From an optimization exercise on the open Yosys and OpenROAD flow, aimed at small area; shortcuts taken in it are not production practice. Only simulation tests tie the RTL to the original design; equivalence was not proved. No activity file was given, so power comes from the tool's default toggle rates. The clock port is modelled as an ideal driver; clocking choices that lean on that would not hold on a real chip.

## fetch_stage
module fetch_stage (
    input  logic             clk,
    input  logic             rst,
    input  logic             redirect_valid,
    input  fetch_pkg::addr_t redirect_pc,
    output logic             icache_req_valid,
    output fetch_pkg::addr_t icache_req_addr,
    input  logic             icache_req_ready,
    input  logic             icache_resp_valid,
    input  fetch_pkg::addr_t icache_resp_data,
    output logic             inst_valid,
    output fetch_pkg::addr_t inst,
    output fetch_pkg::addr_t inst_pc,
    output logic             inst_pred_taken,
    output fetch_pkg::addr_t inst_pred_target,
    input  logic             inst_ready,
    input  logic             btb_update_valid,
    input  fetch_pkg::addr_t btb_update_pc,
    input  fetch_pkg::addr_t btb_update_target
);
    localparam int NB = 32;           
    localparam int BW = 60;           
    localparam int NR = 8;            
    localparam logic [2:0] S_REQ  = 3'd0;    
    localparam logic [2:0] S_WAIT = 3'd1;    
    localparam logic [2:0] S_PRED = 3'd2;    
    localparam logic [2:0] S_RASW = 3'd3;    
    localparam logic [2:0] S_RASR = 3'd4;    
    localparam logic [2:0] S_ADDR = 3'd5;    
    localparam logic [2:0] S_ADDT = 3'd6;    
    localparam logic [2:0] S_SHOW = 3'd7;    
    logic [2:0]    state;
    logic [31:0]   pc;
    logic [31:0]   word;
    logic [31:0]   target;
    logic          taken_q;
    logic [4:0]    ph;
    logic [2:0]    top;
    logic [3:0]    count;
    logic          started;
    logic          carry;
    logic [NB*BW-1:0] btb;
    logic [NR*32-1:0] ras;
    assign icache_req_valid = (state == S_REQ);
    assign icache_req_addr  = {pc[31:2], 2'b00};
    assign inst_valid       = (state == S_SHOW);
    assign inst             = word;
    assign inst_pc          = pc;
    assign inst_pred_taken  = taken_q;
    assign inst_pred_target = target;
    logic       is_branch, is_jal, is_jalr, is_jump;
    logic [4:0] rd, rs1;
    logic       rd_link, rs1_link, empty, use_ras;
    assign is_branch = (word[6:0] == 7'b1100011);
    assign is_jal    = (word[6:0] == 7'b1101111);
    assign is_jalr   = (word[6:0] == 7'b1100111);
    assign is_jump   = is_jal || is_jalr;
    assign rd        = word[11:7];
    assign rs1       = word[19:15];
    assign rd_link   = (rd == 5'd1) || (rd == 5'd5);
  ...
export LEC_CHECK = 0
export ABC_AREA = 1
export CAP_MARGIN = 20
export CORE_MARGIN = 2
export CORE_UTILIZATION = 72
export CTS_CLUSTER_DIAMETER = 100
export CTS_CLUSTER_SIZE = 30
export SLEW_MARGIN = 20
create_clock -name core_clock -period 6.0 [get_ports {clk}]
standard.sh (not shown) runs the stock make flow with config.mk's settings and CLKGATE_MAP_FILE= SYNTH_SCRIPT=/design/flow/synth_recipe.tcl, a recipe that flattens the netlist after the stock synthesis.
==> flow/flow/run.sh <==
#!/bin/bash
# Standard layout with buf_1 port buffers and a clock tree without dummy loads.
# Each tool's output goes to a log of its own in this folder.
set -euo pipefail
bash standard.sh \
  BUFFER_PORTS_ARGS="-buffer_cell sky130_fd_sc_hd__buf_1" \
  CTS_ARGS="-sink_clustering_enable -repair_clock_nets -dont_use_dummy_load -sink_clustering_size 32 -sink_clustering_max_diameter 100" \
  finish > standard_make.log 2>&1
The baseline finished clean.
==> next run, changes <==
==> flow/flow/run.sh (replaced) <==
#!/bin/bash
# Standard layout with buf_1 port buffers and a clock tree without dummy loads.
# Each tool's output goes to a log of its own in this folder.
set -euo pipefail
bash standard.sh \
  BUFFER_PORTS_ARGS="-buffer_cell sky130_fd_sc_hd__buf_1" \
  CTS_ARGS="-sink_clustering_enable -repair_clock_nets -dont_use_dummy_load -sink_clustering_size 30 -sink_clustering_max_diameter 100" \
  finish > standard_make.log 2>&1
CORE_UTILIZATION = 82   (was 72)
Effect: Setup slack improves by 0.29 ns; cell count went down by 2.1%; count of clock-buffer cells in the layout rises by 5; power went up by about 1.5%.

## run A
Another version of the RTL of fetch_stage (not shown whole).
For scale: roughly 6100 cells after synthesis, roughly 270 I/O pins, ~68000 sq um of cells after synthesis.
==> flow/config.mk <==
export PLATFORM = sky130hd
export DESIGN_NAME = fetch_stage
export DESIGN_NICKNAME = fetch_stage
export VERILOG_FILES = /design/flow/design.v
export SDC_FILE = /design/flow/constraint.sdc
export NUM_CORES = 4
export LEC_CHECK = 0
export ABC_AREA = 1
export CAP_MARGIN = 20
export CORE_MARGIN = 2
export CORE_UTILIZATION = 60
export CTS_CLUSTER_DIAMETER = 100
export CTS_CLUSTER_SIZE = 30
export GPL_TIMING_DRIVEN = 0
export SLEW_MARGIN = 20
==> flow/constraint.sdc <==
create_clock -name core_clock -period 6.0 [get_ports {clk}]
set_input_delay 1.2000 -clock core_clock [delete_from_list [all_inputs] [get_ports {clk}]]
set_output_delay 1.2000 -clock core_clock [all_outputs]
set_load 0.01 [all_outputs]
==> flow/flow/run.sh <==
#!/bin/bash
# Standard layout with buf_1 port buffers and a clock tree without dummy loads.
# Each tool's output goes to a log of its own in this folder.
set -euo pipefail
bash standard.sh \
  BUFFER_PORTS_ARGS="-buffer_cell sky130_fd_sc_hd__buf_1" \
  CTS_ARGS="-sink_clustering_enable -repair_clock_nets -dont_use_dummy_load -sink_clustering_size 30 -sink_clustering_max_diameter 100" \
  finish > standard_make.log 2>&1
Having completed the whole flow, run A delivered a layout that passed the timing, design-rule and antenna checks.
What run B does differently from run A at the input level:
- GPL_TIMING_DRIVEN no longer set, was 0
==> flow/run.sh (new file) <==
#!/bin/bash
# synth_recipe.tcl (not shown) runs the flow's synth.tcl, then flattens the netlist and writes it again
# the make line also repeats each setting of config.mk as NAME=value (left out here)
make -C /OpenROAD-flow-scripts/flow DESIGN_CONFIG=/design/flow/config.mk WORK_HOME=/design/flow/orfs CLKGATE_MAP_FILE= SYNTH_SCRIPT=/design/flow/synth_recipe.tcl finish
removed: flow/flow/run.sh
removed: flow/standard.sh
--- outcome ---
- | routed wire length | higher: run A |
- Global-route usage: run B vs run A down 0.30 points
- For run A, the highest-delay cell along the critical path was clkbuf_1, unlike run B, where it was xor2_1.
- In the flow results for run B and run A, the minimum clock period after layout is smaller on run B.
- Run B and run A ended up with nearly the same overall power after layout.
--- input diff run B..run C ---
- a change of CORE_UTILIZATION from 60 to 72
==> flow/flow/run.sh (new file) <==
#!/bin/bash
# Standard layout with buf_1 port buffers and a clock tree without dummy loads.
# Each tool's output goes to a log of its own in this folder.
set -euo pipefail
bash standard.sh \
  BUFFER_PORTS_ARGS="-buffer_cell sky130_fd_sc_hd__buf_1" \
  CTS_ARGS="-sink_clustering_enable -repair_clock_nets -dont_use_dummy_load -sink_clustering_size 30 -sink_clustering_max_diameter 100" \
  finish > standard_make.log 2>&1
==> flow/standard.sh (new file) <==
#!/bin/bash
# synth_recipe.tcl (not shown) runs the flow's synth.tcl, then flattens the netlist and writes it again
# the make line also repeats each setting of config.mk as NAME=value (left out here)
make -C /OpenROAD-flow-scripts/flow DESIGN_CONFIG=/design/flow/config.mk WORK_HOME=/design/flow/orfs CLKGATE_MAP_FILE= SYNTH_SCRIPT=/design/flow/synth_recipe.tcl "${@:-finish}"
removed: flow/run.sh
Notes after the runs:
- | final worst-path setup slack | run C vs run B | worse |
- Side by side, final wirelength turned out lower in run C than in run B.
- Run B vs run C, layer with the highest usage after global routing: met1 vs met2
- Diff run C..run B | clock latency at the later pin of the worst-skew pair | negligible
- Against run B, the final cell area of run C is lower.
- Between run C and run B, maximum frequency is lower for run C, run B comes in above that.
- Run C ended up with a higher weighted congestion at the end of routability-driven global placement than run B did.
- The final reports for run C and run B show number of antenna violations at the first check in global routing higher in the former.
- Per the comparison of run C with run B, area overhead of the layout relative to synthesis has decreased; worst setup timing slack at the placement stage has increased.
- In the flow results for run C and run B, the final critical-path share of the clock period is smaller on run B.
The inputs of run D differ from those of run C as listed below.
- CORE_UTILIZATION changed from 72 to 60
--- outcome ---
- Compared to run C, the router laid down more metal wire for run D.
- Delta (run D minus run C): cell depth of the worst setup path down 4, proportion of power drawn by combinational gates flat, post-route setup TNS flat, part of the power in the clock network up 0.4 points, sum of met3 wire segment lengths after detailed routing down about 11%.
- Run C vs run D, timing endpoint of the critical path: target[29] vs target[24]

## exp/juniper
fetch_stage with an RTL version that a note above also has.
Size: roughly 2,300 flip-flops, about 270 I/O pins.
clock: 6.0 ns
lec_check: 0
abc_area: 1
cap_margin: 20
core_margin: 2
core_utilization: 72
cts_cluster_diameter: 100
cts_cluster_size: 30
slew_margin: 20
==> flow/flow/run.sh <==
#!/bin/bash
# Standard layout with buf_1 port buffers and a clock tree without dummy loads.
# Each tool's output goes to a log of its own in this folder.
set -euo pipefail
bash standard.sh \
  BUFFER_PORTS_ARGS="-buffer_cell sky130_fd_sc_hd__buf_1" \
  CTS_ARGS="-sink_clustering_enable -repair_clock_nets -dont_use_dummy_load -sink_clustering_size 30 -sink_clustering_max_diameter 100" \
  finish > standard_make.log 2>&1
The following lists how exp/onyx was set up differently from exp/juniper:
==> flow/flow/run.sh <==
#!/bin/bash
# Standard layout with buf_1 port buffers and a clock tree without dummy loads.
# Each tool's output goes to a log of its own in this folder.
set -euo pipefail
bash standard.sh \
  BUFFER_PORTS_ARGS="-buffer_cell sky130_fd_sc_hd__buf_1" \
  CTS_ARGS="-sink_clustering_enable -repair_clock_nets -dont_use_dummy_load -sink_clustering_size 34 -sink_clustering_max_diameter 100" \
  finish > standard_make.log 2>&1
## What came out
Reported for exp/juniper and exp/onyx, deepest clock path buffer count turned out identical to the last digit.
The final standard cell count with taps included and fillers excluded on exp/onyx is in line with that on exp/juniper.
Compared exp/onyx vs exp/juniper, and net load switching power is down in exp/onyx.
exp/onyx vs. exp/juniper: utilization after layout went down by 0.29 points.
Going from exp/juniper to exp/onyx, the final clock period utilization by the worst path was found to have gone up by 0.15 points.
Clock-buffer cell count down about 10% in exp/onyx wrt exp/juniper
~same routed metal-1 wirelength in exp/juniper and exp/onyx
According to the power report, total power for exp/onyx is lower than for exp/juniper.

Setup of trial 57:
fetch_stage with an RTL version that a note above also has.
For scale: ~2300 flip-flops, roughly 270 I/O pins, roughly 68000 um^2 of cells after synthesis.
clock: 6.0 ns
lec_check: 0
abc_area: 1
cap_margin: 5
core_margin: 2
core_utilization: 72
cts_cluster_diameter: 100
cts_cluster_size: 30
slew_margin: 5
==> flow/flow/run.sh <==
#!/bin/bash
# Standard layout with buf_1 port buffers and a clock tree without dummy loads.
# Each tool's output goes to a log of its own in this folder.
set -euo pipefail
bash standard.sh \
  BUFFER_PORTS_ARGS="-buffer_cell sky130_fd_sc_hd__buf_1" \
  CTS_ARGS="-sink_clustering_enable -repair_clock_nets -dont_use_dummy_load -sink_clustering_size 30 -sink_clustering_max_diameter 100" \
  finish > standard_make.log 2>&1
Changes in build 13 relative to trial 57:
# trial 57
export LEC_CHECK = 0
export ABC_AREA = 1
export CAP_MARGIN = 5
export CORE_MARGIN = 2
export CORE_UTILIZATION = 72
export CTS_CLUSTER_DIAMETER = 100
export CTS_CLUSTER_SIZE = 30
export SLEW_MARGIN = 5
create_clock -name core_clock -period 6.0 [get_ports {clk}]
# build 13
export LEC_CHECK = 0
export CAP_MARGIN = 20
export CORE_MARGIN = 2
export CORE_UTILIZATION = 60
export CTS_CLUSTER_DIAMETER = 100
export CTS_CLUSTER_SIZE = 30
export SLEW_MARGIN = 20
create_clock -name core_clock -period 6.0 [get_ports {clk}]
==> flow/run.sh (new file) <==
#!/bin/bash
# synth_recipe.tcl (not shown) runs the flow's synth.tcl, then flattens the netlist and writes it again
# the make line also repeats each setting of config.mk as NAME=value (left out here)
make -C /OpenROAD-flow-scripts/flow DESIGN_CONFIG=/design/flow/config.mk WORK_HOME=/design/flow/orfs CLKGATE_MAP_FILE= SYNTH_SCRIPT=/design/flow/synth_recipe.tcl finish
removed: flow/flow/run.sh
removed: flow/standard.sh
### Flow results
Of build 13 and trial 57, the run reporting the lower layout filler cell count was trial 57.
Summary of build 13 over trial 57: worst hold slack picked up an extra 6.6 ps; finished layout cell area now larger.
Relative to trial 57, final cell count has gone up in build 13.
Summary: with trial 57 as the reference, routed length per placed instance in build 13 moved down by more than 10%.
Build 13: effective utilization at floorplan lower than trial 57

## what the ideal ports hide
The flow's constraints put no driver on any port. The routed layouts listed below were extracted and timed again, unchanged, in two steps.
Step 1 assumes that a clkbuf_16 drives the clock port and a buf_2 every other input.
Step 2 moves the port delays by t, midway between the first and last clock arrival at a register: inputs arrive t later, outputs are due t later. That takes back most of the time a late clock gives input paths.
a / b / c = ideal / step 1 / step 2; a / b = the first two.
| run | t, ns | setup slack, ns | hold WS [ns] | worst register clock-pin slew, ns | worst data-port slew with drivers (ns) |
|---|---|---|---|---|---|
| the first run of note 1 | 0.773 | 1.357 / 1.357 / 0.966 | 0.332 / 0.332 / 0.332 | 0.12 / 0.12 | 0.22 |
| the second run of note 1 | 0.762 | 1.645 / 1.645 / 0.969 | 0.319 / 0.319 / 0.319 | 0.12 / 0.12 | 0.13 |
| run A | 0.782 | 1.263 / 1.263 / 1.097 | 0.319 / 0.319 / 0.319 | 0.12 / 0.12 | 0.11 |
| run B | 0.790 | 1.563 / 1.563 / 1.044 | 0.325 / 0.325 / 0.325 | 0.12 / 0.12 | 0.11 |
| run C | 0.768 | 1.283 / 1.283 / 1.253 | 0.318 / 0.318 / 0.318 | 0.12 / 0.12 | 0.16 |
| run D | 0.773 | 1.516 / 1.516 / 1.147 | 0.298 / 0.298 / 0.298 | 0.12 / 0.12 | 0.18 |
| exp/juniper | 0.768 | 1.449 / 1.449 / 0.933 | 0.317 / 0.317 / 0.317 | 0.12 / 0.12 | 0.19 |
| exp/onyx | 0.750 | 1.440 / 1.440 / 0.997 | 0.289 / 0.289 / 0.289 | 0.12 / 0.12 | 0.21 |
| trial 57 | 0.771 | 1.292 / 1.292 / 1.246 | 0.318 / 0.318 / 0.318 | 0.12 / 0.12 | 0.15 |
| build 13 | 0.784 | 1.401 / 1.401 / 0.872 | 0.325 / 0.325 / 0.325 | 0.12 / 0.12 | 0.09 |
After both steps every run listed still meets setup and hold. For the second run of note 1, which loses most, drivers alone change the setup slack by 0.000 ns; drivers and shift together by -0.676 ns.
